What follows belongs to an exercise in optimizing a design on an open flow for small area; a production flow would make more cautious choices. Where RTL was checked, it was by simulation tests only, not by an equivalence proof against the original. Only the layout flow was run in runs 1 and 2; the RTL was not checked for function there. Power and IR drop assume default switching activity.

`config.mk`:
```
export PLATFORM = sky130hd
export DESIGN_NAME = noc_cmd_parser
export DESIGN_NICKNAME = noc_cmd_parser
export VERILOG_FILES = /design/flow/design.v
export SDC_FILE = /design/flow/constraint.sdc
export NUM_CORES = 4
export LEC_CHECK = 0
export CAP_MARGIN = 20
export CORE_MARGIN = 2
export CORE_UTILIZATION = 60
export CTS_CLUSTER_DIAMETER = 100
export CTS_CLUSTER_SIZE = 25
export SLEW_MARGIN = 20
export SYNTH_HIERARCHICAL = 1
```
`constraint.sdc`:
```
create_clock -name core_clock -period 9.0 [get_ports {clk}]
set_input_delay 1.8000 -clock core_clock [delete_from_list [all_inputs] [get_ports {clk}]]
set_output_delay 1.8000 -clock core_clock [all_outputs]
set_load 0.01 [all_outputs]
```
`design.v`:
```
package noc_sw_pkg;
    localparam logic [2:0] OP_RD = 3'b001;
    localparam logic [2:0] OP_WR = 3'b010;
    localparam logic [7:0] DEF_PERM_BASE = 8'h40;
    typedef enum logic [1:0] {
        IDLE,
        DEST,
        BODY,
        SKIP
    } parser_state_e;
    function automatic logic [7:0] frame_len(input logic [1:0] a_code,
                                             input logic [2:0] d_code,
                                             input logic       wr);
        logic [7:0] a;
        logic [7:0] d;
        a = 8'd1 << a_code;
        d = 8'd1 << d_code;
        if (wr) begin
            frame_len = a + d + 8'd3;
        end else begin
            frame_len = a + 8'd3;
        end
    endfunction
    function automatic logic [7:0] frame_len_m1(input logic [1:0] a_code,
                                                input logic [2:0] d_code,
                                                input logic       wr);
        logic [7:0] a;
        logic [7:0] d;
        a = 8'd1 << a_code;
        d = wr ? (8'd1 << d_code) : 8'd0;
        frame_len_m1 = a + d + 8'd2;
    endfunction
endpackage
module rewind_fifo #(
    parameter int DEPTH = 256,
    parameter int W     = 8,
    parameter int NB    = 2
) (
    input  logic                      clk,
    input  logic                      i_we,
    input  logic [$clog2(DEPTH)-1:0]  i_waddr,
    input  logic [W-1:0]              i_wdata,
    input  logic [$clog2(DEPTH)-1:0]  i_raddr,
    output logic [W-1:0]              o_rdata
);
    localparam int AW = $clog2(DEPTH);
    localparam int BD = DEPTH / NB;           
    localparam int BW = $clog2(BD);
    localparam int NG = (BD + 2) / 3;         
    logic [W-1:0]      r_mem [DEPTH];
    logic [BD-1:0]     w_rsel;
    logic [NG-1:0]     w_grp_n [NB][W];
    logic [W-1:0]      w_bank [NB];
    always_ff @(posedge clk) begin
        if (i_we) begin
            r_mem[i_waddr] <= i_wdata;
        end
    end
    always_comb begin
        for (int i = 0; i < BD; i++) begin
            w_rsel[i] = (i_raddr[BW-1:0] == BW'(i));
        end
    end
    for (genvar k = 0; k < NB; k++) begin : g_bank
        for (genvar b = 0; b < W; b++) begin : g_bit
            for (genvar g = 0; g < NG; g++) begin : g_grp
                if (3*g+2 < BD) begin : g_3
                    rewind_fifo_aoi u_aoi (
                        .a0 (r_mem[k*BD+3*g][b]),
                        .s0 (w_rsel[3*g]),
                        .a1 (r_mem[k*BD+3*g+1][b]),
                        .s1 (w_rsel[3*g+1]),
                        .a2 (r_mem[k*BD+3*g+2][b]),
                        .s2 (w_rsel[3*g+2]),
                        .y_n(w_grp_n[k][b][g])
                    );
                end else if (3*g+1 < BD) begin : g_2
                    assign w_grp_n[k][b][g] = !((r_mem[k*BD+3*g][b] && w_rsel[3*g]) ||
                                                (r_mem[k*BD+3*g+1][b] && w_rsel[3*g+1]));
                end else begin : g_1
                    assign w_grp_n[k][b][g] = !(r_mem[k*BD+3*g][b] && w_rsel[3*g]);
                end
            end
            assign w_bank[k][b] = !(&w_grp_n[k][b]);
        end
    end
    if (NB == 1) begin : g_one
        assign o_rdata = w_bank[0];
    end else begin : g_sel
        assign o_rdata = w_bank[i_raddr[AW-1:BW]];
    end
endmodule
module rewind_fifo_aoi (
    input  logic a0,
    input  logic s0,
    input  logic a1,
    input  logic s1,
    input  logic a2,
    input  logic s2,
    output logic y_n
);
    assign y_n = !((a0 && s0) || (a1 && s1) || (a2 && s2));
endmodule
module noc_cmd_parser #(
    parameter int         DEPTH     = 256,
    parameter int         FRAMES    = 8,
    parameter logic [7:0] PERM_BASE = noc_sw_pkg::DEF_PERM_BASE,
    parameter int         NUM_PORTS = 4
) (
    input  logic        clk,
    input  logic        reset_n,
    input  logic        noc_to_dev_ctl,
    input  logic [7:0]  noc_to_dev_data,
    output logic        out_valid,
    input  logic        out_ready,
    output logic [8:0]  out_word,
    output logic [1:0]  out_port,
    output logic        out_sop,
    output logic        out_eop,
    output logic        drop_pulse
);
    localparam int AW = $clog2(DEPTH);
    localparam int FW = $clog2(FRAMES);
    noc_sw_pkg::parser_state_e r_state;
    noc_sw_pkg::parser_state_e w_state_nxt;
    logic [7:0]    r_cnt;
    logic [7:0]    w_cnt_nxt;
    logic [5:0]    r_hdr;       
    logic          r_drop;
    logic [AW:0]   r_wr;        
    logic [AW:0]   w_wr_nxt;
    logic [AW:0]   r_cm;        
    logic [AW:0]   r_rd;        
    logic [AW:0]   w_used;
    logic [FW:0]   r_nfr;       
    logic          w_we;
    logic [7:0]    w_wdata;
    logic          w_commit;
    logic          w_drop;
    logic          w_hdr;
    logic          w_in_frame;
    logic          w_op_ok;
    logic          w_room;
    logic          w_dest_ok;
    logic [1:0]    w_dest_idx;
    logic [7:0]    w_len;
    logic [7:0]    w_len_m1;
    logic [AW+1:0] w_need;
    logic [7:0]    w_rdata;
    logic          w_empty;
    logic          w_load;
    logic          w_dpop;
    logic          w_is_hdr;
    logic [7:0]    r_orem;
    logic [7:0]    w_olen_m1;
    logic          r_sop;
    assign w_hdr      = noc_to_dev_ctl && (noc_to_dev_data != 8'h00);
    assign w_in_frame = (r_state == noc_sw_pkg::DEST) || (r_state == noc_sw_pkg::BODY);
    assign w_op_ok    = (noc_to_dev_data[2:0] == noc_sw_pkg::OP_RD) ||
                        (noc_to_dev_data[2:0] == noc_sw_pkg::OP_WR);
    assign w_len      = noc_sw_pkg::frame_len(noc_to_dev_data[7:6],
                                              noc_to_dev_data[5:3],
                                              noc_to_dev_data[1]);
    assign w_len_m1   = noc_sw_pkg::frame_len_m1(noc_to_dev_data[7:6],
                                                 noc_to_dev_data[5:3],
                                                 noc_to_dev_data[1]);
    assign w_used     = r_cm - r_rd;
    assign w_need     = (AW+2)'(w_used) + (AW+2)'(w_len);
    assign w_room     = (w_need <= (AW+2)'(DEPTH)) && !r_nfr[FW];
    assign w_dest_ok  = ({1'b0, noc_to_dev_data} >= {1'b0, PERM_BASE}) &&
                        ({1'b0, noc_to_dev_data} <
                         {1'b0, PERM_BASE} + 9'(NUM_PORTS));
    assign w_dest_idx = noc_to_dev_data[1:0] - PERM_BASE[1:0];
    always_ff @(posedge clk or negedge reset_n) begin
        if (!reset_n) begin
            r_state <= noc_sw_pkg::IDLE;
            r_drop  <= 1'b0;
        end else begin
            r_state <= w_state_nxt;
            r_drop  <= w_drop;
        end
    end
    always_ff @(posedge clk) begin
        r_cnt <= w_cnt_nxt;
        r_wr  <= w_wr_nxt;
        r_hdr <= {noc_to_dev_data[7:3], noc_to_dev_data[1]};
    end
    always_comb begin
        w_state_nxt = r_state;
        w_cnt_nxt   = r_cnt - 8'd1;
        w_wr_nxt    = r_wr + ((r_state == noc_sw_pkg::DEST) ? (AW+1)'(2) : (AW+1)'(1));
        w_we        = 1'b0;
        w_wdata     = noc_to_dev_data;
        w_commit    = 1'b0;
        w_drop      = 1'b0;
        if (w_in_frame && noc_to_dev_ctl) begin
            w_drop      = 1'b1;
            w_state_nxt = noc_sw_pkg::IDLE;
        end
        if (w_hdr) begin
            if (!w_op_ok) begin
                w_drop      = 1'b1;
                w_state_nxt = noc_sw_pkg::SKIP;
            end else if (!w_room) begin
                w_drop      = 1'b1;
                w_state_nxt = noc_sw_pkg::IDLE;
            end else begin
                w_cnt_nxt   = w_len_m1;
                w_wr_nxt    = r_cm;
                w_state_nxt = noc_sw_pkg::DEST;
            end
        end else if (!noc_to_dev_ctl) begin
            case (r_state)
                noc_sw_pkg::DEST: begin
                    if (w_dest_ok) begin
                        w_we        = 1'b1;
                        w_wdata     = {r_hdr, w_dest_idx};
                        w_state_nxt = noc_sw_pkg::BODY;
                    end else begin
                        w_drop      = 1'b1;
                        w_state_nxt = noc_sw_pkg::SKIP;
                    end
                end
                noc_sw_pkg::BODY: begin
                    w_we      = 1'b1;
                    if (r_cnt == 8'd1) begin
                        w_commit    = 1'b1;
                        w_state_nxt = noc_sw_pkg::IDLE;
                    end
                end
                default: ;
            endcase
        end
    end
    rewind_fifo #(
        .DEPTH (DEPTH),
        .W     (8)
    ) u_buf (
        .clk      (clk),
        .i_we     (w_we),
        .i_waddr  (r_wr[AW-1:0]),
        .i_wdata  (w_wdata),
        .i_raddr  (r_rd[AW-1:0]),
        .o_rdata  (w_rdata)
    );
    assign w_empty = (r_rd == r_cm);
    assign w_load  = (!out_valid || out_ready) && !w_empty;
    assign w_dpop  = out_valid && out_ready && out_eop;
    always_ff @(posedge clk or negedge reset_n) begin
        if (!reset_n) begin
            r_cm  <= '0;
            r_rd  <= '0;
            r_nfr <= '0;
        end else begin
            if (w_commit) begin
                r_cm <= w_wr_nxt;    
            end
            r_rd  <= r_rd + (AW+1)'(w_load);
            r_nfr <= r_nfr + (FW+1)'(w_commit) - (FW+1)'(w_dpop);
        end
    end
    assign w_is_hdr = (r_orem == 8'd0);
    assign w_olen_m1 = noc_sw_pkg::frame_len_m1(w_rdata[7:6], w_rdata[5:3], w_rdata[2]);
    always_ff @(posedge clk or negedge reset_n) begin
        if (!reset_n) begin
            out_valid <= 1'b0;
            r_sop     <= 1'b0;
            out_eop   <= 1'b0;
        end else if (w_load) begin
            out_valid <= 1'b1;
            r_sop     <= w_is_hdr;
            out_eop   <= (r_orem == 8'd1);
        end else if (out_ready) begin
            out_valid <= 1'b0;
            r_sop     <= 1'b0;
            out_eop   <= 1'b0;
        end
    end
    always_ff @(posedge clk or negedge reset_n) begin
        if (!reset_n) begin
            r_orem <= '0;
        end else if (w_load && w_is_hdr) begin
            r_orem <= w_olen_m1;
        end else begin
            r_orem <= r_orem - 8'(w_load);
        end
    end
    always_ff @(posedge clk) begin
        if (w_load) begin
            if (w_is_hdr) begin
                out_word[7:0] <= {w_rdata[7:3], 1'b0, w_rdata[2], !w_rdata[2]};
                out_port      <= w_rdata[1:0];
            end else if (r_sop) begin
                out_word[7:0] <= PERM_BASE + 8'(out_port);
            end else begin
                out_word[7:0] <= w_rdata;
            end
        end
    end
    assign out_sop     = r_sop;
    assign out_word[8] = r_sop;
    assign drop_pulse  = r_drop;
endmodule
```
`run.sh`:
```
#!/bin/bash
# synth_recipe.tcl (not shown) runs the flow's synth.tcl, then flattens the netlist and writes it again
# the make line also repeats each setting of config.mk as NAME=value (left out here)
make -C /OpenROAD-flow-scripts/flow DESIGN_CONFIG=/design/flow/config.mk WORK_HOME=/design/flow/orfs CLKGATE_MAP_FILE= SYNTH_SCRIPT=/design/flow/synth_recipe.tcl finish
```
==> results.toml, run 1 <==
[logic_synthesis]
synth.avg_cell_area_um2 = 18.9
synthesis.nets = 4142
synth_edf_count = 2058
synth_top_family_by_area = "compound AO/OA/AOI/OAI gates"
synthArstFlopShare_pct = 1.70
seq_area_frac_synth_pct = 82.0
synth_xor_area_share_pct = 0.580
syn_area_um2 = 77000
ys_top_cells_by_area = "edfxtp_1, a222oi_1, nor2_1"
synth-compound-area-share_pct = 9.58
yosys-mux-area-fraction_pct = 0.281
yosysWarnings = 13
yosysTopAreaCell = "edfxtp_1"
synthCells = 4068
ys_types = 62
synth.ff_latch_count = 2117
synth_top_area_share_pct = 80.2
synth_fa_ha_area_share_pct = 1.08
synthFlopType = "edfxtp_1"
synthSimpleGateAreaFrac_pct = 5.72

[worst_setup_path]
rr_worst_depth = 22
cp_max_fo = 25
criticalPathCategory = "register to register"
cp-startpoint = "r_rd[6]"
timing.rr.start = "r_rd[6]"
worstSetupStartpointType = "register"
crit_arrival_ps = 7500
critPathCapture = "r_orem[5]"
ff2ff_setup_slack_ps = 2110
r2r-end = "r_orem[5]"
critPathRequiredTime_ps = 9600
cp-end-kind = "register"

[floorplanning]
initial_core_util_pct = 60.4
fp-row-count = 131
io_pins = 27
die_w_um = 362
die_h_um = 362
core-area_um2 = 128000
die_area_um2 = 131000

[final_layout]
final_cells = 5930
layout_commonest_cell = "edfxtp_1"
fin_nets = 4321
syn_to_final_growth_pct = 7.47
drive_gt1_share_pct = 7.41
fill_cells = 8646
mostFrequentLayoutCells = "edfxtp_1, a222oi_1, nor2_1"

[global_route]
overflow = 0
grt_max_degree = 141
grt_pass1_wl_mm = 304
grt_pass1_vias = 41916
antenna_found_initial = 9
grtUsageTotal_pct = 32.5

[detailed_routing]
finalWirelength_mm = 215
avgViaCountPerCell = 7.46
wl_per_cell_um = 36.3
remaining_drc_errors = 0
firstDrtPassIters = 15
dr.first_iter.drc_count = 10207
ant_nets = 0
num_vias = 44231

[cts]
postCtsHoldBufs = 0
postCtsSetupRepairBufs = 0
cts_resized = 0
clk_path_buf_depth = 3
ctsHtreeMaxLevel = 3
cts_tree = "built"
clkSinkCount = 2117
cts_made_buffers = 94
clkTransAtPathRegs_ps = 110
cts_root_buffer = "clkbuf_16"
clk_latency_ps = 760

[sta]
maxSlewViolCount = 0
clock.fmax_mhz = 145
tightest_slew_ps = 1310
hold_violations = 0
relSlewSlack_pct = 12.9
post-route-period-util_pct = 76.6
rsz0062_at_grt = "false"
clock_skew_ps = 44.6
tns_ps = 0
period_needed_ps = 6890
setup-violations-final = 0

[power_and_ir_drop]
ir_drop_v = 0.000199
powerDensity_nw_per_um2 = 236
p_leak_nw = 25.4

[placement]
dp.final_hpwl_mm = 138
place.gp.congestion = 0.910
port_buffers = 26
dp_cells = 5808

[status]
outcome = "complete, no violations"

[worst_hold_path]
hp-class = "register to register"

[run]
maxCapViolCount = 0
==> registers in the layout, summed over array words and instances (netlist names), 2 cells and up <==
| register | flops |
|---|---|
| out_port | 2 |
| out_word | 8 |
| r_cm | 9 |
| r_cnt | 8 |
| r_hdr | 6 |
| r_nfr | 4 |
| r_orem | 8 |
| r_rd | 9 |
| r_state | 2 |
| r_wr | 9 |
| u_buf.r_mem | 2048 |
==> routing by layer <==
metal	vias to the layer above	wire [µm]	track usage [%]
met2	3093	97300	48.4
li1	18097	-	-
met1	22681	83500	48.8
met3	352	26200	5.87
met5	-	53	0
met4	8	8470	12.3
==> synthesized netlist by cell type (9+ instances only) <==
cell type,n
nand4b_1,9
ha_1,55
nand2_1,111
nor2_1,419
nor2b_1,17
nor4_1,38
clkbuf_1,20
a21o_1,17
a222oi_1,672
o21ai_0,21
nand4_1,182
inv_1,55
xnor2_1,31
nand2b_1,11
edfxtp_1,2058
xor2_1,20
mux2_2,9
nand3_1,65
dfxtp_1,23
nor3_1,26
buf_2,38
dfrtp_1,36
a21oi_1,30
==> kinds of logic after synthesis <==
| logic type | after synthesis |
|---|---|
| flip-flops | 2117 |
| AND/OR/NAND/NOR | 923 |
| AO/OA/AOI/OAI | 770 |
| buffers and inverters | 126 |
| adder cells (fa/ha/maj) | 62 |
| XOR/XNOR | 51 |
| multiplexers | 19 |
==> worst min-delay path by stage <==
| stage | start | to | slack (ps) | cells after the start |
|---|---|---|---|---|
| 2_1_floorplan | r_nfr[0] | r_nfr[0] | 460 | 1 |
| 3_3_place_gp | r_nfr[0] | r_nfr[0] | 470 | 1 |
| 3_5_place_dp | r_nfr[0] | r_nfr[0] | 480 | 1 |
| 4_1_cts | r_nfr[0] | r_nfr[0] | 500 | 1 |
| 5_1_grt | r_nfr[0] | r_nfr[0] | 520 | 1 |
| 6_report | r_nfr[0] | r_nfr[0] | 500 | 1 |
==> cell type report <==
type | count | area [µm²] | share of cell area [%]
flip-flops and latches | 2117 | 63200 | 76.3
multi-input cells | 1825 | 13500 | 16.3
diodes | 1 | 2.50 | 0.00302
well taps | 1662 | 2080 | 2.51
clock buffers | 112 | 2480 | 3.00
inverters | 56 | 210 | 0.254
clock inverters | 4 | 50.0 | 0.0605
repair buffers | 153 | 1330 | 1.60
==> modules after synthesis (local to each module, per instance), excerpt <==
| module | copies in the design | cell area (µm²) | flip-flops and latches | cells |
|---|---|---|---|---|
| noc_cmd_parser | 1 | 4740 | 69 | 510 |
| rewind_fifo_aoi | 672 | 10.0 | 0 | 1 |
==> worst max-delay path: stages (launching register included) <==
cell and delay, ps:
dfrtp_1 590, and2_1 530, nand2b_1 800, nor2_1 360, buf_4 300, a222oi_1 440, nand4_1 360, nor3_1 820
nand3_1 200, o22a_1 390, nor2b_1 280, nand2_1 110, ha_1 290, inv_1 60, ha_1 170, inv_1 60
fa_1 410, inv_1 80, a21o_1 110, a21oi_1 70, xor2_1 160, nor2_1 80, a21oi_1 50
==> metrics by stage <==
| stage | hold slack [ps] | total power, W | cell area (µm²) | util [%] | setup slack, ps |
|---|---|---|---|---|---|
| floorplan | 456 | 0.0132 | 77000 | - | 2140 |
| global placement | 467 | 0.0147 | 80100 | 62.8 | 2190 |
| detailed placement | 475 | 0.0148 | 80100 | 62.8 | 2250 |
| CTS | 499 | 0.0194 | 82600 | 64.8 | 2380 |
| global route | 521 | 0.0200 | 82800 | 64.9 | 1900 |
| finish | 497 | 0.0195 | 82800 | 64.9 | 2110 |
==> where the power goes <==
| group | switching (W) | internal [W] |
|---|---|---|
| Clock | 0.00285 | 0.00196 |
| Combinational | 0.00254 | 0.00103 |
| Sequential | 0.000163 | 0.0110 |
==> inputs of run 2 (changes only) <==
==> flow/run.sh (new file) <==
#!/bin/bash
# The standard layout (the standard.sh: ORFS synthesis through finish),
# with one change: clock tree synthesis runs without dummy loads, using the
# same sink clustering as config.mk's CTS_CLUSTER_SIZE / CTS_CLUSTER_DIAMETER.
# make's full output goes to flow_make.log here; each ORFS step keeps its own
# log under orfs/logs/.
set -euo pipefail
export CTS_ARGS="-sink_clustering_enable -repair_clock_nets -dont_use_dummy_load -sink_clustering_size 25 -sink_clustering_max_diameter 100"
bash standard.sh finish > flow_make.log 2>&1
==> standard.sh (new file) <==
#!/bin/bash
# synth_recipe.tcl (not shown) runs the flow's synth.tcl, then flattens the netlist and writes it again
# the make line also repeats each setting of config.mk as NAME=value (left out here)
make -C /OpenROAD-flow-scripts/flow DESIGN_CONFIG=/design/flow/config.mk WORK_HOME=/design/flow/orfs CLKGATE_MAP_FILE= SYNTH_SCRIPT=/design/flow/synth_recipe.tcl "${@:-finish}"
removed: run.sh
==> results.toml, run 2 <==
[status]
outcome = "complete, no violations"

[placement]
place.gp.congestion = 0.910
placed_area_um2 = 80100
port_buffers = 26
dp.final_hpwl_mm = 138

[cts]
cts_made_buffers = 94
clkTransAtPathRegs_ps = 100
postCtsSetupRepairBufs = 0
postCtsHoldBufs = 0
clk_path_buf_depth = 3
clk_latency_ps = 750
clkSinkCount = 2117
cts_root_buffer = "clkbuf_16"
cts_tree = "built"
ctsHtreeMaxLevel = 3
cts_resized = 0

[sta]
tns_ps = 0
post-route-period-util_pct = 76.9
setup-violations-final = 0
period_needed_ps = 6920
clock_skew_ps = 65.4
relSlewSlack_pct = 19.2
tightest_slew_ps = 1210
rsz0062_at_grt = "false"
maxSlewViolCount = 0
clock.fmax_mhz = 145
hold_violations = 0

[floorplanning]
io_pins = 27
fp-row-count = 131
initial_core_util_pct = 60.4
die_w_um = 362
core-area_um2 = 128000
die_h_um = 362
die_area_um2 = 131000

[detailed_routing]
avgViaCountPerCell = 7.50
ant_nets = 0
remaining_drc_errors = 0
finalWirelength_mm = 215
dr.first_iter.drc_count = 10416
num_vias = 44328
wl_per_cell_um = 36.4
firstDrtPassIters = 15

[final_layout]
final_cell_area_um2 = 82600
top_register = "u_buf.r_mem"
syn_to_final_growth_pct = 7.25
mostFrequentLayoutCells = "edfxtp_1, a222oi_1, nor2_1"
layout_commonest_cell = "edfxtp_1"
largest_reg_flops = 2048
fill_cells = 8655
fin_nets = 4321
drive_gt1_share_pct = 7.28

[logic_synthesis]
synth_edf_count = 2058
synth.ff_latch_count = 2117
yosysWarnings = 13
synthFlopType = "edfxtp_1"
synth.avg_cell_area_um2 = 18.9
synthesis.nets = 4142
syn_area_um2 = 77000
ys_top_cells_by_area = "edfxtp_1, a222oi_1, nor2_1"
yosysTopAreaCell = "edfxtp_1"
synth_top_area_share_pct = 80.2
synthCells = 4068
ys_types = 62
seq_area_frac_synth_pct = 82.0
synthArstFlopShare_pct = 1.70
yosysMostFrequentCell = "edfxtp_1"
synth_commonest_cells = "edfxtp_1, a222oi_1, nor2_1, nand4_1, nand2_1"

[power_and_ir_drop]
power_frac_comb_pct = 18.5
clkPwrFrac_pct = 24.1
p_leak_nw = 25.4
swShare_pct = 28.4
p_int_w = 0.0139
p_seq_share_pct = 57.4
p_sw_w = 0.00550
powerDensity_nw_per_um2 = 234
ir_drop_v = 0.000200

[worst_setup_path]
criticalPathCategory = "register to register"
worstSetupStartpointType = "register"
cp_max_fo = 25
crit_arrival_ps = 7500
critPathRequiredTime_ps = 9580
rr_worst_depth = 22
ff2ff_setup_slack_ps = 2080
cp-end-kind = "register"

[global_route]
grtUsageTotal_pct = 32.5
grt_max_degree = 141
overflow = 0
antenna_found_initial = 8
grt_pass1_wl_mm = 303
grt_pass1_vias = 41846

[worst_hold_path]
hold_depth = 1
hp-class = "register to register"

[run]
maxCapViolCount = 0
run 2: cell counts after synthesis:
Identical to the previous run, type by type.
run 2: logic make-up after synthesis:
| logic type | Yosys count | share of synthesized area, % |
|---|---|---|
| DFF | 2117 | 82.0 |
| and+or+nand+nor | 923 | 5.72 |
| AOI/OAI and AO/OA | 770 | 9.58 |
| buffers and inverters | 126 | 0.765 |
| adders and majority gates | 62 | 1.08 |
| xor gates and xnor gates | 51 | 0.580 |
| muxes | 19 | 0.281 |
run 2: power by group through the flow:
stage | registers [W] | logic, W | clock network (W)
2_1_floorplan | 0.0113 | 0.00187 | 0
3_3_place_gp | 0.0113 | 0.00338 | 0
3_5_place_dp | 0.0113 | 0.00345 | 0
4_1_cts | 0.0111 | 0.00347 | 0.00470
5_1_grt | 0.0111 | 0.00373 | 0.00501
6_report | 0.0111 | 0.00358 | 0.00466
run 2: layout make-up:
class / instances / area, µm² / share of cell area (%)
Sequential cell: 2117 / 63200 / 76.5
Multi-Input combinational cell: 1825 / 13500 / 16.3
Clock buffer: 94 / 2350 / 2.85
Tap cell: 1662 / 2080 / 2.52
Timing Repair Buffer: 153 / 1330 / 1.61
Inverter: 56 / 210 / 0.254
Antenna cell: 3 / 7.51 / 0.00909
run 2: stage by stage:
step / worst slack [ps] / total power [W] / hold slack (ps) / instances / utilization [%]
final: 2080 / 0.0194 / 495 / 5910 / 64.8
after global routing: 1910 / 0.0199 / 521 / 5907 / 64.8
after CTS: 2380 / 0.0193 / 498 / 5902 / 64.7
after detailed placement: 2250 / 0.0148 / 475 / 5808 / 62.8
after global placement: 2190 / 0.0147 / 467 / 5807 / 62.8
after floorplan: 2140 / 0.0132 / 456 / 4068 / -
run 2: modules after synthesis, one instance, submodules excluded, a selection:
module           flip-flops and latches  cell area [µm²]
noc_cmd_parser                       69             4740
rewind_fifo_aoi                       0             10.0
run 2: path summary, 6_finish.rpt:
path | startpoint | endpoint
max | r_rd[6] | r_orem[5]
min | r_nfr[0] | r_nfr[0]
max reg2reg | r_rd[6] | r_orem[5]
min reg2reg | r_nfr[0] | r_nfr[0]
max in group asynchronous | reset_n | r_state[1]
min in group asynchronous | reset_n | r_cm[0]
run 2: layer usage:
metal  track usage (%)  vias up  wire length, µm  share of wire (%)
li1                  -    18065                -                  -
met1              49.0    22806            84100                 39
met2              48.4     3109            97100                 45
met3              5.60      342            25800                 12
met4              12.1        6             8370                3.9
met5                 0        -               34              0.016
run 2: critical path: stages, from the launching register on:
cell,delay (ps)
dfrtp_1,580
and2_1,510
nand2b_1,770
nor2_1,340
buf_4,280
a222oi_1,440
nand4_1,360
nor3_1,890
nand3_1,220
o22a_1,410
nor2b_1,290
nand2_1,110
ha_1,290
inv_1,60
ha_1,170
inv_1,60
fa_1,400
inv_1,80
a21o_1,110
a21oi_1,70
xor2_1,160
nor2_1,80
a21oi_1,50
==> inputs of run 3 (changes only) <==
--- a/design.v
+++ b/design.v
@@ -36,3 +36,3 @@
     parameter int W     = 8,
-    parameter int NB    = 2
+    parameter int NB    = 1
 ) (
@@ -145,5 +145,3 @@
     logic [1:0]    w_dest_idx;
-    logic [7:0]    w_len;
     logic [7:0]    w_len_m1;
-    logic [AW+1:0] w_need;
     logic [7:0]    w_rdata;
@@ -160,5 +158,2 @@
                         (noc_to_dev_data[2:0] == noc_sw_pkg::OP_WR);
-    assign w_len      = noc_sw_pkg::frame_len(noc_to_dev_data[7:6],
-                                              noc_to_dev_data[5:3],
-                                              noc_to_dev_data[1]);
     assign w_len_m1   = noc_sw_pkg::frame_len_m1(noc_to_dev_data[7:6],
@@ -167,4 +162,3 @@
     assign w_used     = r_cm - r_rd;
-    assign w_need     = (AW+2)'(w_used) + (AW+2)'(w_len);
-    assign w_room     = (w_need <= (AW+2)'(DEPTH)) && !r_nfr[FW];
+    assign w_room     = (w_used <= (AW+1)'((AW+1)'(DEPTH - 1) - (AW+1)'(w_len_m1))) && !r_nfr[FW];
     assign w_dest_ok  = ({1'b0, noc_to_dev_data} >= {1'b0, PERM_BASE}) &&
--- a/config.mk
+++ b/config.mk
@@ -12,2 +12,3 @@
 export CTS_CLUSTER_SIZE = 25
+export PLACE_DENSITY = 0.8
 export SLEW_MARGIN = 20
==> results.toml, run 3 <==
[cts]
cts_root_buffer = "clkbuf_16"
clk_latency_ps = 720
clk_path_buf_depth = 3
postCtsHoldBufs = 0
cts_tree = "built"
clkSinkCount = 2117
cts_resized = 0
ctsHtreeMaxLevel = 3
clkTransAtPathRegs_ps = 100
postCtsSetupRepairBufs = 0
cts_made_buffers = 94

[logic_synthesis]
ys_types = 61
synth.ff_latch_count = 2117
synth.avg_cell_area_um2 = 18.8
synth_commonest_cells = "edfxtp_1, a222oi_1, nor2_1, nand4_1, nand2_1"
synth_top_area_share_pct = 80.3
synthFlopType = "edfxtp_1"
seq_area_frac_synth_pct = 82.0
yosysMostFrequentCell = "edfxtp_1"
syn_area_um2 = 77000
synthCells = 4094
yosysTopAreaCell = "edfxtp_1"
ys_top_cells_by_area = "edfxtp_1, a222oi_1, nor2_1"
synth_edf_count = 2058
synthesis.nets = 4157
synthArstFlopShare_pct = 1.70
yosysWarnings = 13

[worst_hold_path]
hold_depth = 1
hp-class = "register to register"

[sta]
post-route-period-util_pct = 71.3
setup-violations-final = 0
whs_ps = 488
period_needed_ps = 6420
tns_ps = 0
rsz0062_at_grt = "false"
relSlewSlack_pct = 15.7
clock.fmax_mhz = 156
tightest_slew_ps = 1260
fin_ws_ps = 2580
maxSlewViolCount = 0
clock_skew_ps = 70.0
hold_violations = 0

[power_and_ir_drop]
ir_drop_v = 0.000190
power_w = 0.0186
p_leak_nw = 24.8
powerDensity_nw_per_um2 = 227

[detailed_routing]
wl_per_cell_um = 34.8
ant_nets = 0
num_vias = 45128
dr.first_iter.drc_count = 11780
avgViaCountPerCell = 7.69
finalWirelength_mm = 204
remaining_drc_errors = 0
firstDrtPassIters = 13

[final_layout]
top_register = "u_buf.r_mem"
multi_input_area_um2 = 13400
mostFrequentLayoutCells = "edfxtp_1, a222oi_1, nor2_1"
regArea_um2 = 63200
fin_nets = 4266
drive_gt1_share_pct = 5.09
fill_cells = 8189
syn_to_final_growth_pct = 6.44
largest_reg_flops = 2048
layout_commonest_cell = "edfxtp_1"

[worst_setup_path]
worstSetupStartpointType = "register"
cp_max_fo = 16
rr_worst_depth = 19
crit_arrival_ps = 7010
criticalPathCategory = "register to register"
cp-end-kind = "register"
critPathRequiredTime_ps = 9590

[global_route]
grtUsageTotal_pct = 30.6
grt_max_degree = 215
globalRouteMet3Util_pct = 8.47
top_usage_layer = "met2"
grt.met1_usage_pct = 41.9
grt_pass1_wl_mm = 291
grt_pass1_vias = 42250
met2_usage_pct = 46.7
overflow = 0
antenna_found_initial = 5

[placement]
place.gp.congestion = 0.960
dp.final_hpwl_mm = 129
port_buffers = 26
pre_cts_ws_ps = 2860

[floorplanning]
die_w_um = 362
io_pins = 27
die_h_um = 362
initial_core_util_pct = 60.4
core-area_um2 = 128000
fp-row-count = 131
die_area_um2 = 131000

[status]
outcome = "complete, no violations"

[run]
maxCapViolCount = 0
run 3: metrics by stage:
stage          cells  utilization, %  area [µm²]
2_1_floorplan   4094               -       77000
3_3_place_gp    5764            62.3       79500
3_5_place_dp    5768            62.4       79500
4_1_cts         5862            64.2       81900
5_1_grt         5863            64.3       81900
6_report        5865            64.3       81900
run 3: logic make-up after synthesis:
group | count (synthesis) | synth area share, %
mux | 22 | 0.341
xor+xnor | 44 | 0.501
simple gates | 995 | 6.08
compound gates | 748 | 9.45
flops | 2117 | 82.0
fa+ha+maj | 51 | 0.878
buf+inv | 117 | 0.709
run 3: worst max-delay path: stages (launching register included):
cell	delay (ps)
dfrtp_1	540
and2b_1	270
nand2_1	880
nor2_1	610
a222oi_1	540
nand4_1	290
nor4_1	570
and3_1	460
nand4_1	290
nor2b_1	310
nand2_1	80
nor2_1	70
ha_1	320
inv_1	60
fa_1	450
inv_1	70
a21o_1	120
a21oi_1	70
xnor2_1	160
mux2i_1	80
run 3: cell type report:
cell class / instances / area share [%]
flip-flops and latches: 2117 / 77.1
clock buffers: 94 / 2.87
inverters: 45 / 0.206
repair buffers: 85 / 0.959
multi-input cells: 1860 / 16.3
well taps: 1662 / 2.54
diodes: 2 / 0.00611
run 3: path summary, 6_finish.rpt:
| check | to | slack (ps) | startpoint |
|---|---|---|---|
| max in group asynchronous | r_cm[3] | 7470 | reset_n |
| min in group asynchronous | r_rd[1] | 1090 | reset_n |
| setup / recovery | r_orem[5] | 2580 | r_rd[7] |
| hold / removal | r_nfr[0] | 490 | r_nfr[0] |
| setup reg to reg | r_orem[5] | 2580 | r_rd[7] |
| hold reg to reg | r_nfr[0] | 490 | r_nfr[0] |
run 3: layer usage:
layer | vias up | wire [µm]
met4 | 2 | 11400
met1 | 22129 | 68700
met5 | - | 11
met3 | 630 | 32500
li1 | 17989 | -
met2 | 4378 | 91800
run 3: modules after synthesis, one instance, submodules excluded, excerpt:
module / cells / cell area [µm²]
noc_cmd_parser: 441 / 4390
rewind_fifo_aoi: 1 / 10.0
run 3: report_power, final:
part | switching, W | leakage, nW | internal [W]
Sequential | 0.000193 | 19.1 | 0.0110
Clock | 0.00274 | 1.16 | 0.00187
Combinational | 0.00203 | 4.50 | 0.000823
==> inputs of run 4 (changes only) <==
--- a/config.mk
+++ b/config.mk
@@ -9,3 +9,3 @@
 export CORE_MARGIN = 2
-export CORE_UTILIZATION = 60
+export CORE_UTILIZATION = 70
 export CTS_CLUSTER_DIAMETER = 100
==> results.toml, run 4 <==
[cts]
clk_path_buf_depth = 3
postCtsHoldBufs = 0
cts_resized = 0
postCtsSetupRepairBufs = 0
ctsHtreeMaxLevel = 3
clk_latency_ps = 740
cts_tree = "built"
clkTransAtPathRegs_ps = 90
cts_made_buffers = 94
cts_root_buffer = "clkbuf_16"
clkSinkCount = 2117

[floorplanning]
initial_core_util_pct = 70.6
die_area_um2 = 113000
fp-row-count = 121
io_pins = 27
die_w_um = 336
die_h_um = 336
core-area_um2 = 109000

[worst_setup_path]
cp-startpoint = "r_rd[1]"
critPathRequiredTime_ps = 9570
worstSetupStartpointType = "register"
timing.rr.start = "r_rd[1]"
cp-end-kind = "register"
cp_max_fo = 12
crit_arrival_ps = 7180
criticalPathCategory = "register to register"

[detailed_routing]
remaining_drc_errors = 0
dr.first_iter.drc_count = 10335
firstDrtPassIters = 12
wl_per_cell_um = 35.8
finalWirelength_mm = 201
num_vias = 44832
ant_nets = 0
avgViaCountPerCell = 7.97

[logic_synthesis]
synthCells = 4094
synth.avg_cell_area_um2 = 18.8
yosysWarnings = 13
synthFlopType = "edfxtp_1"
synthArstFlopShare_pct = 1.70
synth_top_area_share_pct = 80.3
syn_area_um2 = 77000
yosysMostFrequentCell = "edfxtp_1"
ys_top_cells_by_area = "edfxtp_1, a222oi_1, nor2_1"
synth_commonest_cells = "edfxtp_1, a222oi_1, nor2_1, nand4_1, nand2_1"
ys_types = 61
synth.ff_latch_count = 2117
synthesis.nets = 4157
seq_area_frac_synth_pct = 82.0
yosysTopAreaCell = "edfxtp_1"
synth_edf_count = 2058

[global_route]
grt_pass1_wl_mm = 287
grt_max_degree = 209
antenna_found_initial = 5
grtUsageTotal_pct = 35.7
grt_pass1_vias = 42312
overflow = 0

[power_and_ir_drop]
p_seq_share_pct = 60.1
clkPwrFrac_pct = 24.9
swShare_pct = 26.6
power_frac_comb_pct = 15.0
powerDensity_nw_per_um2 = 227
ir_drop_v = 0.000172
p_int_w = 0.0136
p_sw_w = 0.00493
p_leak_nw = 24.8

[final_layout]
drive_gt1_share_pct = 4.97
syn_to_final_growth_pct = 6.04
mostFrequentLayoutCells = "edfxtp_1, a222oi_1, nor2_1"
layout_commonest_cell = "edfxtp_1"
fin_nets = 4267
top_register = "u_buf.r_mem"
largest_reg_flops = 2048

[sta]
tightest_slew_ps = 1250
setup-violations-final = 0
clock_skew_ps = 61.2
relSlewSlack_pct = 16.3
hold_violations = 0
fin_ws_ps = 2380
post-route-period-util_pct = 73.5
maxSlewViolCount = 0
clock.fmax_mhz = 151
tns_ps = 0
period_needed_ps = 6620
rsz0062_at_grt = "false"

[placement]
port_buffers = 26
dp.final_hpwl_mm = 124
place.gp.congestion = 0.946
pre_cts_ws_ps = 2860

[run]
maxCapViolCount = 0

[worst_hold_path]
hp-class = "register to register"
hp-start = "r_nfr[0]"

[status]
outcome = "complete, no violations"
==> run 4: cell counts after synthesis <==
Identical to the previous run, type by type.
==> run 4: power groups by stage <==
stage	registers (W)	logic, W	clock network, W
floorplan	0.0113	0.00151	0
global placement	0.0114	0.00260	0
detailed placement	0.0114	0.00265	0
CTS	0.0111	0.00267	0.00459
global route	0.0112	0.00293	0.00489
finish	0.0112	0.00279	0.00462
==> run 4: kinds of logic (layout without fill, tap and decap cells) <==
logic type	count (synthesis)	in the layout	synth area share (%)
simple gates	995	995	6.08
flops	2117	2117	82.0
other cells	0	7	0
xor+xnor	44	44	0.501
fa+ha+maj	51	51	0.878
buf+inv	117	225	0.709
compound gates	748	748	9.45
mux	22	22	0.341
==> run 4: final cells by class <==
cell class	instances	area, µm²
diodes	7	17.5
clock buffers	94	2350
fillers	5947	27400
inverters	45	169
multi-input cells	1860	13400
flip-flops and latches	2117	63200
well taps	1414	1770
repair buffers	86	792
==> run 4: stage by stage <==
| step | area [µm²] | hold slack, ps | cells | power (W) | utilization (%) |
|---|---|---|---|---|---|
| after detailed placement | 79200 | 471 | 5522 | 0.0140 | 72.7 |
| after CTS | 81600 | 492 | 5616 | 0.0184 | 74.8 |
| after floorplan | 77000 | 456 | 4094 | 0.0128 | - |
| final | 81600 | 488 | 5623 | 0.0186 | 74.9 |
| after global routing | 81600 | 535 | 5616 | 0.0190 | 74.9 |
| after global placement | 79200 | 465 | 5521 | 0.0140 | 72.7 |
==> run 4: per-module statistics from Yosys (local to each module, per instance), excerpt <==
module	cell area [µm²]	flops+latches
rewind_fifo_aoi	10.0	0
noc_cmd_parser	4390	69
==> run 4: critical path, cell delays in order, from the launching register on <==
cell and delay [ps]:
dfrtp_1 550, and2b_1 290, nand2_1 860, buf_4 350, nor2_1 170, a222oi_1 430
nand4_1 290, nor4_1 760, and3_1 500, nand4_1 370, nor2b_1 360, nand2_1 90
ha_1 280, inv_1 60, ha_1 170, inv_1 60, fa_1 400, inv_1 80
a21o_1 110, a21oi_1 70, xnor2_1 140, mux2i_1 80
==> run 4: final timing paths <==
| path | end | slack [ps] | cells past startpoint |
|---|---|---|---|
| min reg2reg | r_nfr[0] | 490 | 1 |
| min in group asynchronous | r_orem[3] | 1280 | 1 |
| max reg2reg | r_orem[5] | 2380 | 21 |
| max | r_orem[5] | 2380 | 21 |
| max in group asynchronous | r_cm[4] | 7080 | 1 |
| min | r_nfr[0] | 490 | 1 |
==> run 4: per-layer routing <==
metal / part of all wire [%] / track usage [%] / vias up
li1: - / - / 18013
met5: 0.013 / 0 / -
met4: 5.8 / 17.5 / 4
met1: 34 / 50.5 / 22222
met3: 15 / 8.30 / 574
met2: 45 / 53.5 / 4019
==> inputs of run 5 (changes only) <==
--- a/config.mk
+++ b/config.mk
@@ -9,6 +9,5 @@
 export CORE_MARGIN = 2
-export CORE_UTILIZATION = 70
+export CORE_UTILIZATION = 60
 export CTS_CLUSTER_DIAMETER = 100
 export CTS_CLUSTER_SIZE = 25
-export PLACE_DENSITY = 0.8
 export SLEW_MARGIN = 20
==> results.toml, run 5 <==
[sta]
maxSlewViolCount = 0
period_needed_ps = 6690
post-route-period-util_pct = 74.4
setup-violations-final = 0
rsz0062_at_grt = "false"
hold_violations = 0
tns_ps = 0
tightest_slew_ps = 1220
clock_skew_ps = 55.1
relSlewSlack_pct = 18.4
clock.fmax_mhz = 149

[final_layout]
fin_nets = 4281
mostFrequentLayoutCells = "edfxtp_1, a222oi_1, nor2_1"
top_register = "u_buf.r_mem"
layout_commonest_cell = "edfxtp_1"
drive_gt1_share_pct = 5.48
largest_reg_flops = 2048
syn_to_final_growth_pct = 6.61

[detailed_routing]
avgViaCountPerCell = 7.44
firstDrtPassIters = 11
num_vias = 43740
remaining_drc_errors = 0
finalWirelength_mm = 219
ant_nets = 0
wl_per_cell_um = 37.3
dr.first_iter.drc_count = 9474

[floorplanning]
die_w_um = 362
die_area_um2 = 131000
io_pins = 27
fp-row-count = 131
core-area_um2 = 128000
die_h_um = 362
initial_core_util_pct = 60.4

[global_route]
grt_pass1_vias = 41888
grt_max_degree = 156
overflow = 0
antenna_found_initial = 3
grtUsageTotal_pct = 33.2
grt_pass1_wl_mm = 307

[cts]
clkTransAtPathRegs_ps = 100
clkSinkCount = 2117
ctsHtreeMaxLevel = 3
clk_latency_ps = 750
cts_tree = "built"
clk_path_buf_depth = 3
postCtsSetupRepairBufs = 0
cts_resized = 0
cts_root_buffer = "clkbuf_16"
postCtsHoldBufs = 0
cts_made_buffers = 94

[logic_synthesis]
ys_types = 61
seq_area_frac_synth_pct = 82.0
synth_edf_count = 2058
ys_top_cells_by_area = "edfxtp_1, a222oi_1, nor2_1"
yosysMostFrequentCell = "edfxtp_1"
synthFlopType = "edfxtp_1"
syn_area_um2 = 77000
synth_top_area_share_pct = 80.3
synth.ff_latch_count = 2117
synthArstFlopShare_pct = 1.70
yosysTopAreaCell = "edfxtp_1"
synth_commonest_cells = "edfxtp_1, a222oi_1, nor2_1, nand4_1, nand2_1"
synthesis.nets = 4157
synthCells = 4094
yosysWarnings = 13
synth.avg_cell_area_um2 = 18.8

[power_and_ir_drop]
ir_drop_v = 0.000174
powerDensity_nw_per_um2 = 229
power_w = 0.0188
p_leak_nw = 24.9

[worst_setup_path]
worstSetupStartpointType = "register"
cpPeakStageDelay_ps = 890
crit_arrival_ps = 7290
critPathBufInv = 0
critPathRequiredTime_ps = 9590
cp-end-kind = "register"
criticalPathCategory = "register to register"
path_cells = "and2b_1 > nand2_1 > nor2_1 > a222oi_1 > nand4_1 > nor4_1 > and3_1 > nand4_1 > nor2b_1 > nand2_1 > nor2_1 > ha_1 > ha_1 > a21o_1 > a21oi_1 > o21bai_1 > a21oi_1 > o31ai_1"
critPathTopFamily = "simple AND/OR/NAND/NOR gates"
cp_max_fo = 16
cpMaxStageDelayCell = "nand2_1"

[run]
maxCapViolCount = 0

[status]
outcome = "complete, no violations"

[placement]
place.gp.congestion = 0.921
port_buffers = 26
dp.final_hpwl_mm = 140

[worst_hold_path]
hp-class = "register to register"
-- run 5: cell count changes in the layout (fill, tap and decap cells not counted), moves of 2 or more --
cell	delta
nand3_1	-3
nor2_2	+8
nor3_1	+2
buf_4	+15
nand3_2	+3
nor2_1	-8
diode_2	-3
buf_2	-2
-- run 5: final timing paths --
| kind | start | cells past startpoint | slack [ps] | end |
|---|---|---|---|---|
| worst max-delay path | r_rd[7] | 18 | 2310 | r_orem[6] |
| max in group asynchronous | reset_n | 1 | 7480 | r_rd[0] |
| worst max register to register | r_rd[7] | 18 | 2310 | r_orem[6] |
| worst min register to register | r_nfr[0] | 1 | 490 | r_nfr[0] |
| worst min-delay path | r_nfr[0] | 1 | 490 | r_nfr[0] |
| min in group asynchronous | reset_n | 1 | 1090 | r_rd[7] |
-- run 5: metrics by stage --
step,instance area (µm²),hold WS (ps),instances,worst slack [ps],utilization [%]
after floorplan,77000,456,4094,2600,-
after global placement,79700,466,5782,2580,62.5
after detailed placement,79700,475,5784,2620,62.5
after CTS,82100,494,5878,2570,64.4
after global routing,82100,512,5878,2250,64.4
final,82100,486,5882,2310,64.4
-- run 5: final cells by class --
cell class / count / area (µm²)
Fill cell: 8799 / 45400
Clock buffer: 94 / 2350
Inverter: 45 / 169
Tap cell: 1662 / 2080
Sequential cell: 2117 / 63200
Antenna cell: 4 / 10.0
Multi-Input combinational cell: 1860 / 13400
Timing Repair Buffer: 100 / 915
-- run 5: report_power, final --
group	switching [W]	internal, W	leakage, nW	total, W
Clock	0.00283	0.00187	1.16	0.00470
Sequential	0.000206	0.0110	19.1	0.0112
Combinational	0.00210	0.000817	4.57	0.00292
Total	0.00513	0.0136	24.9	0.0188
-- run 5: layer usage --
layer	vias to the layer above	global-route usage (%)	part of all wire, %
met2	2742	52.0	47
met4	0	12.6	4.5
met3	407	5.68	10
li1	18036	-	-
met5	-	0	0
met1	22555	47.5	38
-- run 5: per-module statistics from Yosys, one instance, submodules excluded, excerpt --
module,flops+latches,cells inside,area (µm²)
rewind_fifo_aoi,0,1,10.0
noc_cmd_parser,69,441,4390
-- run 5: logic make-up after synthesis --
| family | count (synthesis) | synth area share (%) |
|---|---|---|
| flip-flops | 2117 | 82.0 |
| AND/OR/NAND/NOR | 995 | 6.08 |
| AO/OA/AOI/OAI | 748 | 9.45 |
| buffers and inverters | 117 | 0.709 |
| adder cells (fa/ha/maj) | 51 | 0.878 |
| XOR/XNOR | 44 | 0.501 |
| multiplexers | 22 | 0.341 |
==> inputs of run 6 (changes only) <==
--- a/config.mk
+++ b/config.mk
@@ -7,3 +7,3 @@
 export LEC_CHECK = 0
-export CAP_MARGIN = 20
+export CAP_MARGIN = 10
 export CORE_MARGIN = 2
@@ -12,3 +12,4 @@
 export CTS_CLUSTER_SIZE = 25
-export SLEW_MARGIN = 20
+export PLACE_DENSITY = 0.8
+export SLEW_MARGIN = 10
 export SYNTH_HIERARCHICAL = 1
==> results.toml, run 6 <==
[status]
outcome = "complete, no violations"

[logic_synthesis]
synth_commonest_cells = "edfxtp_1, a222oi_1, nor2_1, nand4_1, nand2_1"
yosysMostFrequentCell = "edfxtp_1"
seq_area_frac_synth_pct = 82.0
yosysTopAreaCell = "edfxtp_1"
synth.ff_latch_count = 2117
synth_top_area_share_pct = 80.3
synth.avg_cell_area_um2 = 18.8
yosysWarnings = 13
synthesis.nets = 4157
syn_area_um2 = 77000
ys_types = 61
synth_edf_count = 2058
synthCells = 4094
synthFlopType = "edfxtp_1"
synthArstFlopShare_pct = 1.70
ys_top_cells_by_area = "edfxtp_1, a222oi_1, nor2_1"

[global_route]
top_usage_layer = "met2"
met2_usage_pct = 46.1
grt.met1_usage_pct = 41.4
grt_pass1_wl_mm = 289
antenna_found_initial = 3
grtUsageTotal_pct = 30.4
grt_pass1_vias = 42258
grt_max_degree = 215
overflow = 0
globalRouteMet3Util_pct = 8.73

[worst_setup_path]
criticalPathCategory = "register to register"
cp-end-kind = "register"
cp_max_fo = 16
worstSetupStartpointType = "register"
critPathRequiredTime_ps = 9610
crit_arrival_ps = 6920

[cts]
cts_root_buffer = "clkbuf_16"
cts_tree = "built"
clkSinkCount = 2117
clk_path_buf_depth = 3
clk_latency_ps = 740
ctsHtreeMaxLevel = 3
postCtsSetupRepairBufs = 0
clkTransAtPathRegs_ps = 100
postCtsHoldBufs = 0
cts_resized = 0
cts_made_buffers = 94

[power_and_ir_drop]
ir_drop_v = 0.000149
powerDensity_nw_per_um2 = 227
p_leak_nw = 24.8

[sta]
post-route-period-util_pct = 70.1
clock_skew_ps = 66.1
hold_violations = 0
tightest_slew_ps = 1380
tns_ps = 0
maxSlewViolCount = 0
whs_ps = 490
period_needed_ps = 6310
rsz0062_at_grt = "false"
clock.fmax_mhz = 158
setup-violations-final = 0
relSlewSlack_pct = 7.95

[floorplanning]
initial_core_util_pct = 60.4
die_area_um2 = 131000
die_h_um = 362
fp-row-count = 131
die_w_um = 362
core-area_um2 = 128000
io_pins = 27

[detailed_routing]
num_vias = 44884
avgViaCountPerCell = 7.66
finalWirelength_mm = 203
remaining_drc_errors = 0
wl_per_cell_um = 34.6
ant_nets = 0
dr.first_iter.drc_count = 11667
firstDrtPassIters = 22

[final_layout]
drive_gt1_share_pct = 4.84
fin_nets = 4262
layout_commonest_cell = "edfxtp_1"
mostFrequentLayoutCells = "edfxtp_1, a222oi_1, nor2_1"
largest_reg_flops = 2048
regArea_um2 = 63200
fill_cells = 8262
syn_to_final_growth_pct = 6.34
top_register = "u_buf.r_mem"
multi_input_area_um2 = 13400

[placement]
dp.final_hpwl_mm = 129
port_buffers = 26
place.gp.congestion = 0.960

[worst_hold_path]
hp-class = "register to register"

[run]
maxCapViolCount = 0
[run 6: cell counts after synthesis]
Identical to the previous run, type by type.
[run 6: per-module statistics from Yosys, one instance, submodules excluded, excerpt]
module / cell area [µm²] / cells / times used / flip-flops and latches
rewind_fifo_aoi: 10.0 / 1 / 680 / 0
noc_cmd_parser: 4390 / 441 / 1 / 69
[run 6: path summary, 6_finish.rpt]
path | slack (ps) | from | cells past startpoint | to
setup reg to reg | 2690 | r_rd[7] | 20 | r_orem[5]
min in group asynchronous | 1280 | reset_n | 1 | r_orem[6]
max in group asynchronous | 7000 | reset_n | 1 | r_cm[4]
setup / recovery | 2690 | r_rd[7] | 20 | r_orem[5]
hold reg to reg | 490 | r_nfr[0] | 1 | r_nfr[0]
hold / removal | 490 | r_nfr[0] | 1 | r_nfr[0]
[run 6: logic make-up (layout without fill, tap and decap cells)]
kind of cell               after synthesis  after routing  share of synthesized area (%)
buffers and inverters                  117            220                          0.709
DFF                                   2117           2117                           82.0
muxes                                   22             22                          0.341
AOI/OAI and AO/OA                      748            748                           9.45
other                                    0              4                              0
xor gates and xnor gates                44             44                          0.501
adders and majority gates               51             51                          0.878
and+or+nand+nor                        995            995                           6.08
[run 6: metrics by stage]
step | setup slack (ps) | cell area, µm² | instances | utilization [%] | total power (W)
global placement | 2740 | 79500 | 5764 | 62.3 | 0.0140
CTS | 3010 | 81800 | 5859 | 64.2 | 0.0184
floorplan | 2600 | 77000 | 4094 | - | 0.0128
detailed placement | 2890 | 79500 | 5765 | 62.3 | 0.0141
global route | 2600 | 81900 | 5859 | 64.2 | 0.0190
finish | 2690 | 81900 | 5863 | 64.2 | 0.0186
[run 6: worst max-delay path: stages, from the launching register on]
cell	delay, ps
dfrtp_1	520
and2b_1	270
nand2_1	880
nor2_1	590
a222oi_1	430
nand4_1	280
nor4_1	520
and3_1	460
nand4_1	360
nor2b_1	320
nand2_1	100
ha_1	280
inv_1	60
ha_1	160
inv_1	50
fa_1	400
inv_1	70
a21o_1	110
a21oi_1	70
xnor2_1	160
mux2i_1	80
[run 6: cell type report]
| cell class | instances | share of cell area, % |
|---|---|---|
| multi-input cells | 1860 | 16.3 |
| well taps | 1662 | 2.54 |
| repair buffers | 81 | 0.899 |
| clock buffers | 94 | 2.87 |
| diodes | 4 | 0.0122 |
| inverters | 45 | 0.206 |
| flip-flops and latches | 2117 | 77.1 |
[run 6: power by group]
part           internal, W  switching (W)
clock              0.00187        0.00273
combinational     0.000821        0.00202
sequential          0.0110       0.000187
total               0.0136        0.00494
[run 6: layer usage]
metal | up-vias | part of all wire [%]
met4 | 2 | 5.5
met5 | - | 0.0064
met3 | 610 | 16
li1 | 17977 | -
met2 | 4241 | 45
met1 | 22054 | 33
==> inputs of run 7 (changes only) <==
==> run.sh (new file) <==
#!/bin/bash
# synth_recipe.tcl (not shown) runs the flow's synth.tcl, then flattens the netlist and writes it again
# the make line also repeats each setting of config.mk as NAME=value (left out here)
make -C /OpenROAD-flow-scripts/flow DESIGN_CONFIG=/design/flow/config.mk WORK_HOME=/design/flow/orfs CLKGATE_MAP_FILE= SYNTH_SCRIPT=/design/flow/synth_recipe.tcl finish
--- a/config.mk
+++ b/config.mk
@@ -7,3 +7,3 @@
 export LEC_CHECK = 0
-export CAP_MARGIN = 10
+export CAP_MARGIN = 20
 export CORE_MARGIN = 2
@@ -12,4 +12,3 @@
 export CTS_CLUSTER_SIZE = 25
-export PLACE_DENSITY = 0.8
-export SLEW_MARGIN = 10
+export SLEW_MARGIN = 20
 export SYNTH_HIERARCHICAL = 1
removed: flow/run.sh
removed: standard.sh
==> results.toml, run 7 <==
[sta]
tightest_slew_ps = 1230
fin_ws_ps = 2340
maxSlewViolCount = 0
clock.fmax_mhz = 150
rsz0062_at_grt = "false"
post-route-period-util_pct = 74.0
setup-violations-final = 0
relSlewSlack_pct = 17.4
period_needed_ps = 6660
clock_skew_ps = 34.4
hold_violations = 0
tns_ps = 0

[cts]
ctsHtreeMaxLevel = 3
clkSinkCount = 2117
cts_tree = "built"
postCtsHoldBufs = 0
clk_path_buf_depth = 3
cts_resized = 0
clk_latency_ps = 750
cts_root_buffer = "clkbuf_16"
clkTransAtPathRegs_ps = 100
postCtsSetupRepairBufs = 0
cts_made_buffers = 94

[worst_setup_path]
critPathCapture = "r_orem[6]"
critPathRequiredTime_ps = 9610
worstSetupStartpointType = "register"
cpPeakStageDelay_ps = 890
cpMaxStageDelayCell = "nand2_1"
crit_arrival_ps = 7270
crit_cells = 18
cp-startpoint = "r_rd[7]"
cp-end-kind = "register"
ff2ff_setup_slack_ps = 2340
critPathTopFamily = "simple AND/OR/NAND/NOR gates"
path_cells = "and2b_1 > nand2_1 > nor2_1 > a222oi_1 > nand4_1 > nor4_1 > and3_1 > nand4_1 > nor2b_1 > nand2_1 > nor2_1 > ha_1 > ha_1 > a21o_1 > a21oi_1 > o21bai_1 > a21oi_1 > o31ai_1"
critPathBufInv = 0
timing.rr.start = "r_rd[7]"
r2r-end = "r_orem[6]"
rr_worst_depth = 18
cp_max_fo = 16
criticalPathCategory = "register to register"

[final_layout]
mostFrequentLayoutCells = "edfxtp_1, a222oi_1, nor2_1"
syn_to_final_growth_pct = 6.93
drive_gt1_share_pct = 5.60
largest_reg_flops = 2048
top_register = "u_buf.r_mem"
fin_nets = 4281
layout_commonest_cell = "edfxtp_1"

[logic_synthesis]
synthFlopType = "edfxtp_1"
yosysTopAreaCell = "edfxtp_1"
synth.ff_latch_count = 2117
synthesis.nets = 4157
seq_area_frac_synth_pct = 82.0
synth_commonest_cells = "edfxtp_1, a222oi_1, nor2_1, nand4_1, nand2_1"
ys_top_cells_by_area = "edfxtp_1, a222oi_1, nor2_1"
yosysWarnings = 13
ys_types = 61
syn_area_um2 = 77000
synth.avg_cell_area_um2 = 18.8
synth_top_area_share_pct = 80.3
synthArstFlopShare_pct = 1.70
synth_edf_count = 2058
yosysMostFrequentCell = "edfxtp_1"
synthCells = 4094

[detailed_routing]
num_vias = 43892
wl_per_cell_um = 37.1
remaining_drc_errors = 0
avgViaCountPerCell = 7.42
firstDrtPassIters = 12
finalWirelength_mm = 219
ant_nets = 0
dr.first_iter.drc_count = 9444

[floorplanning]
die_area_um2 = 131000
io_pins = 27
core-area_um2 = 128000
fp-row-count = 131
die_w_um = 362
initial_core_util_pct = 60.4
die_h_um = 362

[global_route]
grt_max_degree = 156
antenna_found_initial = 2
grt_pass1_vias = 41902
grtUsageTotal_pct = 33.2
grt_pass1_wl_mm = 308
overflow = 0

[placement]
place.gp.congestion = 0.921
dp.final_hpwl_mm = 140
pre_cts_ws_ps = 2620
port_buffers = 26

[power_and_ir_drop]
p_leak_nw = 25.0
swShare_pct = 27.4
powerDensity_nw_per_um2 = 230
clkPwrFrac_pct = 25.8
ir_drop_v = 0.000174
p_int_w = 0.0138
p_seq_share_pct = 58.8
p_sw_w = 0.00520
power_frac_comb_pct = 15.4

[worst_hold_path]
hp-class = "register to register"

[run]
maxCapViolCount = 0

[status]
outcome = "complete, no violations"
run 7: changes by cell type in the layout (fill, tap and decap cells not counted), sizes merged:
cell    previous run  this run
clkbuf            94       123
inv               45        47
diode              4         6
clkinv             0         1
buf               58        77
run 7: per-layer routing:
metal / part of all wire [%] / track usage, %
met1: 39 / 47.6
met2: 47 / 52.1
met3: 10 / 5.65
met4: 4.4 / 12.5
met5: 0 / 0
run 7: Yosys stat by module (local to each module, per instance), a selection:
| module | area, µm² | cells |
|---|---|---|
| noc_cmd_parser | 4390 | 441 |
| rewind_fifo_aoi | 10.0 | 1 |
run 7: logic make-up (layout without fill, tap and decap cells):
family	after synthesis	count (layout)	share of synthesized area (%)
buffers and inverters	117	271	0.709
DFF	2117	2117	82.0
AOI/OAI and AO/OA	748	748	9.45
and+or+nand+nor	995	995	6.08
muxes	22	22	0.341
other	0	6	0
adders and majority gates	51	51	0.878
xor gates and xnor gates	44	44	0.501
run 7: worst register-to-register path, delay by kind of cell (launching register included):
kind / cells / cell delay [ps]
AND/OR/NAND/NOR: 10 / 3900
AO/OA/AOI/OAI: 6 / 1510
adder cells (fa/ha/maj): 2 / 590
flip-flops: 1 / 530
run 7: worst min-delay path by stage:
| stage | startpoint | endpoint | slack (ps) | cells past startpoint |
|---|---|---|---|---|
| floorplan | r_nfr[0] | r_nfr[0] | 460 | 1 |
| global placement | r_nfr[0] | r_nfr[0] | 470 | 1 |
| detailed placement | r_nfr[0] | r_nfr[0] | 480 | 1 |
| CTS | r_nfr[0] | r_nfr[0] | 500 | 1 |
| global route | r_nfr[0] | r_nfr[0] | 520 | 1 |
| finish | r_nfr[0] | r_nfr[0] | 490 | 1 |
run 7: power groups by stage:
stage	clock [W]	sequential, W	combinational [W]
floorplan	0	0.0113	0.00151
global placement	0	0.0114	0.00282
detailed placement	0	0.0114	0.00283
CTS	0.00492	0.0112	0.00284
global route	0.00521	0.0112	0.00305
finish	0.00489	0.0112	0.00292
run 7: cell type report:
type                       count  area (µm²)
timing repair buffer         100         915
clock inverter                 3        45.0
antenna                        6        15.0
clock buffer                 123        2550
fill                        8787       45200
inverter                      45         169
tap                         1662        2080
sequential                  2117       63200
multi-input combinational   1860       13400
run 7: through the flow:
stage | std cells | power [W] | utilization [%] | hold WS, ps | area [µm²]
after detailed placement | 5784 | 0.0142 | 62.5 | 475 | 79700
final | 5916 | 0.0190 | 64.6 | 489 | 82300
after global routing | 5910 | 0.0194 | 64.5 | 515 | 82300
after global placement | 5782 | 0.0142 | 62.5 | 466 | 79700
after CTS | 5910 | 0.0189 | 64.5 | 498 | 82300
after floorplan | 4094 | 0.0128 | - | 456 | 77000
==> inputs of run 8 (changes only) <==
==> flow/run.sh (new file) <==
#!/bin/bash
# The standard layout (the standard.sh: ORFS synthesis through finish),
# with one change: clock tree synthesis runs without dummy loads, using the
# same sink clustering as config.mk's CTS_CLUSTER_SIZE / CTS_CLUSTER_DIAMETER, and
# clkbuf_4 for the root and trunk buffers (the leaf buffers stay clkbuf_16).
# make's full output goes to flow_make.log here; each ORFS step keeps its own
# log under orfs/logs/.
set -euo pipefail
export CTS_ARGS="-sink_clustering_enable -repair_clock_nets -dont_use_dummy_load -sink_clustering_size 25 -sink_clustering_max_diameter 100 -root_buf sky130_fd_sc_hd__clkbuf_4 -tree_buf sky130_fd_sc_hd__clkbuf_4"
bash standard.sh finish > flow_make.log 2>&1
==> standard.sh (new file) <==
#!/bin/bash
# synth_recipe.tcl (not shown) runs the flow's synth.tcl, then flattens the netlist and writes it again
# the make line also repeats each setting of config.mk as NAME=value (left out here)
make -C /OpenROAD-flow-scripts/flow DESIGN_CONFIG=/design/flow/config.mk WORK_HOME=/design/flow/orfs CLKGATE_MAP_FILE= SYNTH_SCRIPT=/design/flow/synth_recipe.tcl "${@:-finish}"
--- a/config.mk
+++ b/config.mk
@@ -12,2 +12,3 @@
 export CTS_CLUSTER_SIZE = 25
+export PLACE_DENSITY = 0.8
 export SLEW_MARGIN = 20
removed: run.sh
==> results.toml, run 8 <==
[worst_hold_path]
hp-class = "register to register"

[power_and_ir_drop]
power_w = 0.0184
powerDensity_nw_per_um2 = 225
p_sw_w = 0.00493
p_seq_share_pct = 60.6
clkPwrFrac_pct = 24.0
power_frac_comb_pct = 15.5
swShare_pct = 26.8
ir_drop_v = 0.000188
p_int_w = 0.0135
p_leak_nw = 24.7

[sta]
setup-violations-final = 0
rsz0062_at_grt = "false"
period_needed_ps = 6460
maxSlewViolCount = 0
hold_violations = 0
tightest_slew_ps = 1310
post-route-period-util_pct = 71.8
clock.fmax_mhz = 155
relSlewSlack_pct = 12.0
tns_ps = 0
clock_skew_ps = 174

[logic_synthesis]
synthCells = 4094
synthFlopType = "edfxtp_1"
synth_commonest_cells = "edfxtp_1, a222oi_1, nor2_1, nand4_1, nand2_1"
syn_area_um2 = 77000
synthesis.nets = 4157
synth_top_area_share_pct = 80.3
yosysMostFrequentCell = "edfxtp_1"
synth_edf_count = 2058
yosysTopAreaCell = "edfxtp_1"
synthArstFlopShare_pct = 1.70
seq_area_frac_synth_pct = 82.0
synth.ff_latch_count = 2117
yosysWarnings = 13
ys_top_cells_by_area = "edfxtp_1, a222oi_1, nor2_1"
ys_types = 61
synth.avg_cell_area_um2 = 18.8

[final_layout]
layout_commonest_cell = "edfxtp_1"
multi_input_area_um2 = 13400
final_cell_area_um2 = 81800
drive_gt1_share_pct = 5.12
syn_to_final_growth_pct = 6.28
regArea_um2 = 63200
fill_cells = 8207
largest_reg_flops = 2048
mostFrequentLayoutCells = "edfxtp_1, a222oi_1, nor2_1"
fin_nets = 4267
top_register = "u_buf.r_mem"
final_cells = 5873

[floorplanning]
core-area_um2 = 128000
initial_core_util_pct = 60.4
fp-row-count = 131
io_pins = 27
die_h_um = 362
die_w_um = 362
die_area_um2 = 131000

[detailed_routing]
firstDrtPassIters = 15
remaining_drc_errors = 0
num_vias = 45099
finalWirelength_mm = 204
avgViaCountPerCell = 7.68
ant_nets = 0
dr.first_iter.drc_count = 11771
wl_per_cell_um = 34.7

[cts]
cts_root_buffer = "clkbuf_4"
cts_resized = 0
clk_path_buf_depth = 3
cts_tree = "built"
postCtsSetupRepairBufs = 0
cts_made_buffers = 94
clk_latency_ps = 1220
clkTransAtPathRegs_ps = 100
ctsHtreeMaxLevel = 3
clkSinkCount = 2117
postCtsHoldBufs = 0

[worst_setup_path]
worstSetupStartpointType = "register"
cp-end-kind = "register"
critPathRequiredTime_ps = 10040
cp_max_fo = 16
cpPeakStageDelay_ps = 830
path_cells = "nor2_1 > nand2_1 > nor2_1 > a222oi_1 > nand4_1 > nor4_1 > and3_1 > nand4_1 > nor2b_1 > nand2_1 > nor2_1 > ha_1 > inv_1 > fa_1 > inv_1 > a21o_1 > a21oi_1 > xnor2_1 > mux2i_1"
cpMaxStageDelayCell = "nand2_1"
crit_path_frequent_cell = "nor2_1"
ff2ff_setup_slack_ps = 2540
criticalPathCategory = "register to register"
crit_arrival_ps = 7510

[placement]
port_buffers = 26
place.gp.congestion = 0.960
placed_area_um2 = 79500
dp_cells = 5768
dp.final_hpwl_mm = 129

[global_route]
grt_pass1_wl_mm = 290
grt_max_degree = 215
grt_pass1_vias = 42148
overflow = 0
antenna_found_initial = 6
grtUsageTotal_pct = 30.5

[run]
maxCapViolCount = 0

[status]
outcome = "complete, no violations"
==> run 8: final timing paths <==
path                                from   endpoint  depth (start not counted)
worst min-delay path            r_nfr[0]   r_nfr[0]                          1
min in group asynchronous        reset_n    r_cm[7]                          1
worst max register to register   r_rd[6]  r_orem[5]                         19
worst max-delay path             r_rd[6]  r_orem[5]                         19
worst min register to register  r_nfr[0]   r_nfr[0]                          1
max in group asynchronous        reset_n    r_cm[3]                          1
==> run 8: cell type report <==
type	instances	share of cell area, %
Multi-Input combinational cell	1860	16.4
Clock buffer	94	2.68
Sequential cell	2117	77.2
Inverter	45	0.206
Timing Repair Buffer	86	0.985
Tap cell	1662	2.54
Antenna cell	9	0.0275
==> run 8: metrics by stage <==
stage,worst slack [ps],util (%),hold WS [ps]
CTS,2940,64.1,495
floorplan,2600,-,456
finish,2540,64.2,488
global route,2590,64.2,512
global placement,2740,62.3,464
detailed placement,2860,62.4,471
==> run 8: Yosys stat by module, one instance, submodules excluded, excerpt <==
| module | flops+latches | copies in the design |
|---|---|---|
| noc_cmd_parser | 69 | 1 |
| rewind_fifo_aoi | 0 | 680 |
==> run 8: routing by layer <==
layer / part of all wire (%) / track usage, %
met3: 16 / 7.88
met1: 34 / 42.1
met5: 0.048 / 0
met2: 45 / 46.9
met4: 5.2 / 12.9
==> run 8: power by group through the flow <==
| stage | clock network (W) | logic (W) | registers (W) |
|---|---|---|---|
| after CTS | 0.00441 | 0.00271 | 0.0111 |
| after floorplan | 0 | 0.00151 | 0.0113 |
| after global placement | 0 | 0.00265 | 0.0114 |
| after global routing | 0.00470 | 0.00294 | 0.0112 |
| final | 0.00441 | 0.00285 | 0.0112 |
| after detailed placement | 0 | 0.00270 | 0.0114 |
==> run 8: critical path: cells and delay by family (launching register included) <==
family,cells,cell delay (ps)
muxes,1,80
DFF,1,570
and+or+nand+nor,10,3520
buffers and inverters,2,140
xor gates and xnor gates,1,160
AOI/OAI and AO/OA,3,1010
adders and majority gates,2,770
==> run 8: cells by family after synthesis <==
kind of cell | share of synthesized area (%)
compound gates | 9.45
xor+xnor | 0.501
fa+ha+maj | 0.878
buf+inv | 0.709
flops | 82.0
mux | 0.341
simple gates | 6.08

[static timing again, ports no longer ideal]
How much do the figures lean on ideal ports? The routed layouts below were timed once more, with nothing changed but the port constraints. Step 1 sets driving cells, clkbuf_16 on the clock port and buf_2 on the other inputs (assumed; they add their load-dependent delay and slew). Step 2 times the ports against the registers' clock, not the clock port: input delays grow and output delays shrink by t, the midpoint of the rising clock arrivals with the driver on. Slacks: no drivers / after step 1 / after step 2; pairs: no drivers / after step 1.
| run | t (ns) | setup slack, ns | slew at the worst register clock pin (ns) |
|---|---|---|---|
| run 1 | 0.815 | 2.106 / 2.106 / 2.106 | 0.11 / 0.11 |
| run 2 | 0.792 | 2.083 / 2.083 / 2.083 | 0.10 / 0.10 |
| run 3 | 0.776 | 2.584 / 2.584 / 2.584 | 0.10 / 0.10 |
| run 4 | 0.775 | 2.382 / 2.382 / 2.382 | 0.10 / 0.10 |
| run 5 | 0.799 | 2.306 / 2.306 / 2.306 | 0.10 / 0.10 |
| run 6 | 0.775 | 2.688 / 2.688 / 2.688 | 0.10 / 0.10 |
| run 7 | 0.813 | 2.338 / 2.338 / 2.338 | 0.11 / 0.11 |
| run 8 | 1.220 | 2.537 / 2.537 / 2.537 | 0.10 / 0.10 |
After both steps setup and hold are still met in every run listed.
